Background: an optimization exercise with open tools, aiming at a short achievable clock period and few clock cycles per item. Do not read the settings as production practice.
Only simulation tests tie the RTL to the original design; equivalence was not proved.
The clock port is modelled as an ideal driver, which makes a skipped or thinned clock tree look cheaper than it is; a real chip needs a root buffer or a tree.
Power and IR drop assume default switching activity.

alpha:
## mips_pipe_top
module mips_pipe_top (
	input logic clk,
	input logic arst_n,
	input logic instr_req,
	input logic [31:0] instr,
	output logic instr_ack,
	output logic br_valid,
	output logic br_taken,
	output logic wb_valid,
	output logic [4:0] wb_reg,
	output logic [31:0] wb_data
);
export LEC_CHECK = 0
export ABC_CLOCK_PERIOD_IN_PS = 1000
export CAP_MARGIN = 20
export CORE_MARGIN = 2
export CORE_UTILIZATION = 50
export SLEW_MARGIN = 20
create_clock -name core_clock -period 8.0 [get_ports {clk}]
standard.sh (not shown) runs the stock make flow with config.mk's settings and CLKGATE_MAP_FILE= SYNTH_SCRIPT=/design/flow/synth_recipe.tcl, a recipe that flattens the netlist after the stock synthesis.
==> flow/flow/run.sh <==
#!/bin/bash
set -euo pipefail
margin=6.5
hook="$PWD/flow/manual_cts.tcl"
# standard.sh passes the flow settings on make's command line; add ours last
sed -E "s|\"\\\$\{@:-finish\}\"|SETUP_SLACK_MARGIN=${margin} PRE_CTS_TCL=${hook} ADDER_MAP_FILE= \"\${@:-finish}\"|" standard.sh > tight.sh
grep -q "SETUP_SLACK_MARGIN=${margin} PRE_CTS_TCL=${hook} ADDER_MAP_FILE= " tight.sh
bash tight.sh > make_finish.log 2>&1
==> flow/flow/manual_cts.tcl <==
# Clock tree built by hand in place of TritonCTS, sourced by ORFS's cts.tcl
# as PRE_CTS_TCL. Two levels: the clock port drives 4 root clkbuf_16, each
# feeding the leaf clkbuf_16 of one quarter of the die; each leaf drives a
# cluster of about 24 neighbouring flip-flops. TritonCTS builds three levels
# for this design's ~1300 flip-flops; two levels cut the insertion delay.
# All flip-flops sit at the same depth; the rest of cts.tcl (legalization,
# setup and hold repair) runs unchanged.
proc build_manual_tree {nper nroot} {
  set block [ord::get_db_block]
  set db [ord::get_db]
  set lib [lindex [$db getLibs] 0]
  set bufm [$db findMaster sky130_fd_sc_hd__clkbuf_16]
  set clk [$block findNet clk]
  set sinks {}
  foreach it [$clk getITerms] {
    set inst [$it getInst]
    set m [$inst getMaster]
    if {[$m isBlock]} continue
    set loc [$inst getLocation]
    lappend sinks [list [lindex $loc 0] [lindex $loc 1] $it]
  }
  set n [llength $sinks]
  set ncl [expr {int(ceil(double($n) / $nper))}]
  # strips by x, then chunks by y
  set ncol [expr {int(round(sqrt($ncl)))}]
  if {$ncol < 1} {set ncol 1}
  set sx [lsort -integer -index 0 $sinks]
  set percol [expr {int(ceil(double($n) / $ncol))}]
  set clusters {}
  for {set c 0} {$c < $ncol} {incr c} {
    set col [lrange $sx [expr {$c*$percol}] [expr {($c+1)*$percol-1}]]
    if {[llength $col] == 0} continue
    set col [lsort -integer -index 1 $col]
    set nr [expr {int(ceil(double([llength $col]) / $nper))}]
    set perrow [expr {int(ceil(double([llength $col]) / $nr))}]
    for {set r 0} {$r < $nr} {incr r} {
      set cl [lrange $col [expr {$r*$perrow}] [expr {($r+1)*$perrow-1}]]
      if {[llength $cl]} {lappend clusters $cl}
    }
  }
  # leaf buffers
  set leaves {}
  set i 0
  foreach cl $clusters {
    set x 0; set y 0
    foreach s $cl { incr x [lindex $s 0]; incr y [lindex $s 1] }
    set x [expr {$x / [llength $cl]}]; set y [expr {$y / [llength $cl]}]
    set b [odb::dbInst_create $block $bufm "mclk_leaf_$i"]
    $b setLocation $x $y
    $b setPlacementStatus PLACED
    set net [odb::dbNet_create $block "mclk_leafnet_$i"]
    $net setSigType CLOCK
    [$b findITerm X] connect $net
    foreach s $cl { set it [lindex $s 2]; $it disconnect; $it connect $net }
    lappend leaves [list $x $y $b]
    incr i
  }
  # roots: split leaves into nroot groups by angle around the centre
  set cx 0; set cy 0
  foreach l $leaves { incr cx [lindex $l 0]; incr cy [lindex $l 1] }
  set cx [expr {$cx / [llength $leaves]}]; set cy [expr {$cy / [llength $leaves]}]
  set groups {}
  for {set g 0} {$g < $nroot} {incr g} { lappend groups {} }
  set lv {}
  foreach l $leaves { lappend lv [list [expr {atan2([lindex $l 1]-$cy, [lindex $l 0]-$cx)}] $l] }
  set lv [lsort -real -index 0 $lv]
  set per [expr {int(ceil(double([llength $lv]) / $nroot))}]
  for {set g 0} {$g < $nroot} {incr g} {
    set grp [lrange $lv [expr {$g*$per}] [expr {($g+1)*$per-1}]]
    if {![llength $grp]} continue
    set x 0; set y 0
    foreach e $grp { set l [lindex $e 1]; incr x [lindex $l 0]; incr y [lindex $l 1] }
    set x [expr {$x / [llength $grp]}]; set y [expr {$y / [llength $grp]}]
    if {$nroot == 1} { set x $cx; set y $cy }
    set b [odb::dbInst_create $block $bufm "mclk_root_$g"]
    $b setLocation $x $y
    $b setPlacementStatus PLACED
    set net [odb::dbNet_create $block "mclk_rootnet_$g"]
    $net setSigType CLOCK
    [$b findITerm X] connect $net
    [$b findITerm A] connect $clk
    foreach e $grp { [[lindex [lindex $e 1] 2] findITerm A] connect $net }
  }
  # power pins
  puts "manual tree: $n sinks, [llength $clusters] leaves, $nroot roots"
}

rename clock_tree_synthesis tritoncts_not_used
proc clock_tree_synthesis {args} {
  build_manual_tree 24 4
  set_propagated_clock [all_clocks]
}
Testbench counts of alpha, summed over its fixed seeds: cycles 9,616, items 4,800.
### alpha -> beta
diff --git a/flow/flow/run.sh b/flow/flow/run.sh
--- a/flow/flow/run.sh
+++ b/flow/flow/run.sh
@@ -1,5 +1,5 @@
 #!/bin/bash
 set -euo pipefail
-margin=6.5
+margin=5.7
 hook="$PWD/flow/manual_cts.tcl"
 # standard.sh passes the flow settings on make's command line; add ours last
Findings:
beta improves on alpha in setup slack. Final critical-path required period in beta vs alpha: down 0.041 ns. Delta (beta minus alpha): delay contributed by the slowest stage of the critical path -0.51 ns; leakage dissipation went down by 3.3%. | cell count | beta vs alpha | about 1.5% lower |. The clock-pin slew on the worst setup and hold paths on beta is in line with that on alpha. Sequential share of layout area was higher in the run labelled beta. The wire length of beta was superior to that of alpha. Compare alpha and beta | total power divided by cell area higher: beta. Between alpha and beta, the total power figures differ only marginally. Comparing alpha and beta, the higher proportion of cell area occupied by multi-input gates is on beta.
Edits applied to the flow inputs when going from beta to gamma:
diff --git a/flow/flow/manual_cts.tcl b/flow/flow/manual_cts.tcl
--- a/flow/flow/manual_cts.tcl
+++ b/flow/flow/manual_cts.tcl
@@ -5,5 +5,8 @@
 # for this design's ~1300 flip-flops; two levels cut the insertion delay.
 # All flip-flops sit at the same depth; the rest of cts.tcl (legalization,
-# setup and hold repair) runs unchanged.
+# setup and hold repair) runs unchanged. Before the tree is built, each
+# output port's buffer is moved next to its pin and the flip-flop that drives
+# only that buffer next to the buffer, so the register-to-port wire is short
+# (the placer left some of them 100 um apart).
 proc build_manual_tree {nper nroot} {
   set block [ord::get_db_block]
@@ -86,6 +89,43 @@
 }
 
+# Move each output port's buffer next to its pin and the flip-flop that
+# drives only that buffer next to the buffer; detailed placement legalizes.
+proc pull_outputs_to_pins {} {
+  set block [ord::get_db_block]
+  set core [$block getCoreArea]
+  set cx0 [$core xMin]; set cy0 [$core yMin]; set cx1 [$core xMax]; set cy1 [$core yMax]
+  set n 0
+  foreach bt [$block getBTerms] {
+    if {[$bt getIoType] ne "OUTPUT"} continue
+    set net [$bt getNet]
+    if {$net eq "NULL" || $net eq ""} continue
+    set buf ""
+    foreach it [$net getITerms] { if {[$it isOutputSignal]} { set buf [$it getInst] } }
+    if {$buf eq ""} continue
+    set inet [[$buf findITerm A] getNet]
+    set drv ""
+    foreach it [$inet getITerms] { if {[$it isOutputSignal]} { set drv [$it getInst] } }
+    if {$drv eq "" || [llength [$inet getITerms]] != 2} continue
+    if {![[$drv getMaster] isSequential]} continue
+    set bb [$bt getBBox]
+    set px [expr {([$bb xMin] + [$bb xMax]) / 2}]
+    set py [expr {([$bb yMin] + [$bb yMax]) / 2}]
+    set px [expr {min(max($px, $cx0), $cx1 - 10000)}]
+    set py [expr {min(max($py, $cy0), $cy1 - 3000)}]
+    # flop one buffer-width further in from the edge
+    set dx 0; set dy 0
+    if {$px <= $cx0} { set dx 6000 } elseif {$px >= $cx1 - 10000} { set dx -12000 }
+    if {$py <= $cy0} { set dy 2720 } elseif {$py >= $cy1 - 3000} { set dy -2720 }
+    if {$dx == 0 && $dy == 0} { set dx 6000 }
+    $buf setLocation $px $py
+    $drv setLocation [expr {$px + $dx}] [expr {$py + $dy}]
+    incr n
+  }
+  puts "pulled $n output flip-flops and buffers to their pins"
+}
+
 rename clock_tree_synthesis tritoncts_not_used
 proc clock_tree_synthesis {args} {
+  pull_outputs_to_pins
   build_manual_tree 24 4
   set_propagated_clock [all_clocks]
Findings:
There was hardly any difference in arrival time at the worst endpoint between gamma and beta.
There was hardly any difference in worst setup slack between gamma and beta.
In the tables for beta and gamma, total routed wire length on the met1 layer reads lower with beta.
Diff beta and gamma: met3 usage in global routing lower in gamma
Total length of routed met3 wires ends up lower on gamma.
Core util | gamma vs beta | gamma higher
Total chip power delta (beta -> gamma): insignificant
Sum of met2 wire segment lengths after detailed routing, beta and gamma: lower on gamma
What delta does differently from gamma at the input level:
diff --git a/flow/flow/run.sh b/flow/flow/run.sh
--- a/flow/flow/run.sh
+++ b/flow/flow/run.sh
@@ -1,5 +1,5 @@
 #!/bin/bash
 set -euo pipefail
-margin=5.7
+margin=5.5
 hook="$PWD/flow/manual_cts.tcl"
 # standard.sh passes the flow settings on make's command line; add ours last
diff --git a/flow/flow/manual_cts.tcl b/flow/flow/manual_cts.tcl
--- a/flow/flow/manual_cts.tcl
+++ b/flow/flow/manual_cts.tcl
@@ -5,8 +5,5 @@
 # for this design's ~1300 flip-flops; two levels cut the insertion delay.
 # All flip-flops sit at the same depth; the rest of cts.tcl (legalization,
-# setup and hold repair) runs unchanged. Before the tree is built, each
-# output port's buffer is moved next to its pin and the flip-flop that drives
-# only that buffer next to the buffer, so the register-to-port wire is short
-# (the placer left some of them 100 um apart).
+# setup and hold repair) runs unchanged.
 proc build_manual_tree {nper nroot} {
   set block [ord::get_db_block]
@@ -89,43 +86,6 @@
 }
 
-# Move each output port's buffer next to its pin and the flip-flop that
-# drives only that buffer next to the buffer; detailed placement legalizes.
-proc pull_outputs_to_pins {} {
-  set block [ord::get_db_block]
-  set core [$block getCoreArea]
-  set cx0 [$core xMin]; set cy0 [$core yMin]; set cx1 [$core xMax]; set cy1 [$core yMax]
-  set n 0
-  foreach bt [$block getBTerms] {
-    if {[$bt getIoType] ne "OUTPUT"} continue
-    set net [$bt getNet]
-    if {$net eq "NULL" || $net eq ""} continue
-    set buf ""
-    foreach it [$net getITerms] { if {[$it isOutputSignal]} { set buf [$it getInst] } }
-    if {$buf eq ""} continue
-    set inet [[$buf findITerm A] getNet]
-    set drv ""
-    foreach it [$inet getITerms] { if {[$it isOutputSignal]} { set drv [$it getInst] } }
-    if {$drv eq "" || [llength [$inet getITerms]] != 2} continue
-    if {![[$drv getMaster] isSequential]} continue
-    set bb [$bt getBBox]
-    set px [expr {([$bb xMin] + [$bb xMax]) / 2}]
-    set py [expr {([$bb yMin] + [$bb yMax]) / 2}]
-    set px [expr {min(max($px, $cx0), $cx1 - 10000)}]
-    set py [expr {min(max($py, $cy0), $cy1 - 3000)}]
-    # flop one buffer-width further in from the edge
-    set dx 0; set dy 0
-    if {$px <= $cx0} { set dx 6000 } elseif {$px >= $cx1 - 10000} { set dx -12000 }
-    if {$py <= $cy0} { set dy 2720 } elseif {$py >= $cy1 - 3000} { set dy -2720 }
-    if {$dx == 0 && $dy == 0} { set dx 6000 }
-    $buf setLocation $px $py
-    $drv setLocation [expr {$px + $dx}] [expr {$py + $dy}]
-    incr n
-  }
-  puts "pulled $n output flip-flops and buffers to their pins"
-}
-
 rename clock_tree_synthesis tritoncts_not_used
 proc clock_tree_synthesis {args} {
-  pull_outputs_to_pins
   build_manual_tree 24 4
   set_propagated_clock [all_clocks]
--- outcome ---
For gamma and delta, there was not a single run that failed to finish clean. delta against gamma; filler-free cell count of the finished design is down slightly. Against gamma as the reference, delta delivers a lower wire length. In delta the final worst-path cycle share turned out 0.96 points higher than in gamma. Instance area at placement across gamma and delta: no real change.
In every run of this note, the design's own scripts or RTL, not TritonCTS, make the clock network.

[re-timing with driven ports]
How much do the figures lean on ideal ports? The routed layouts below were timed once more, with nothing changed but the port constraints.
Step 1 assumes that a clkbuf_16 drives the clock port and a buf_2 every other input.
Step 2 also shifts input and output timing later by t, the mid clock arrival at the registers, as if the neighbouring blocks saw the same clock.
a / b / c = no drivers / after step 1 / after step 2; a / b = the first two.
run	t (ns)	slack for setup (ns)	clock arrival spread, ns
alpha	0.688	5.374 / 5.233 / 4.900	0.072 / 0.072
beta	0.684	5.415 / 5.240 / 4.920	0.074 / 0.073
gamma	0.681	5.414 / 5.236 / 4.892	0.067 / 0.066
delta	0.672	5.338 / 5.238 / 4.933	0.077 / 0.075
After both steps every run listed still meets setup and hold. The setup slack of gamma, which loses most, moves by -0.178 ns with the drivers and by -0.522 ns with both steps.
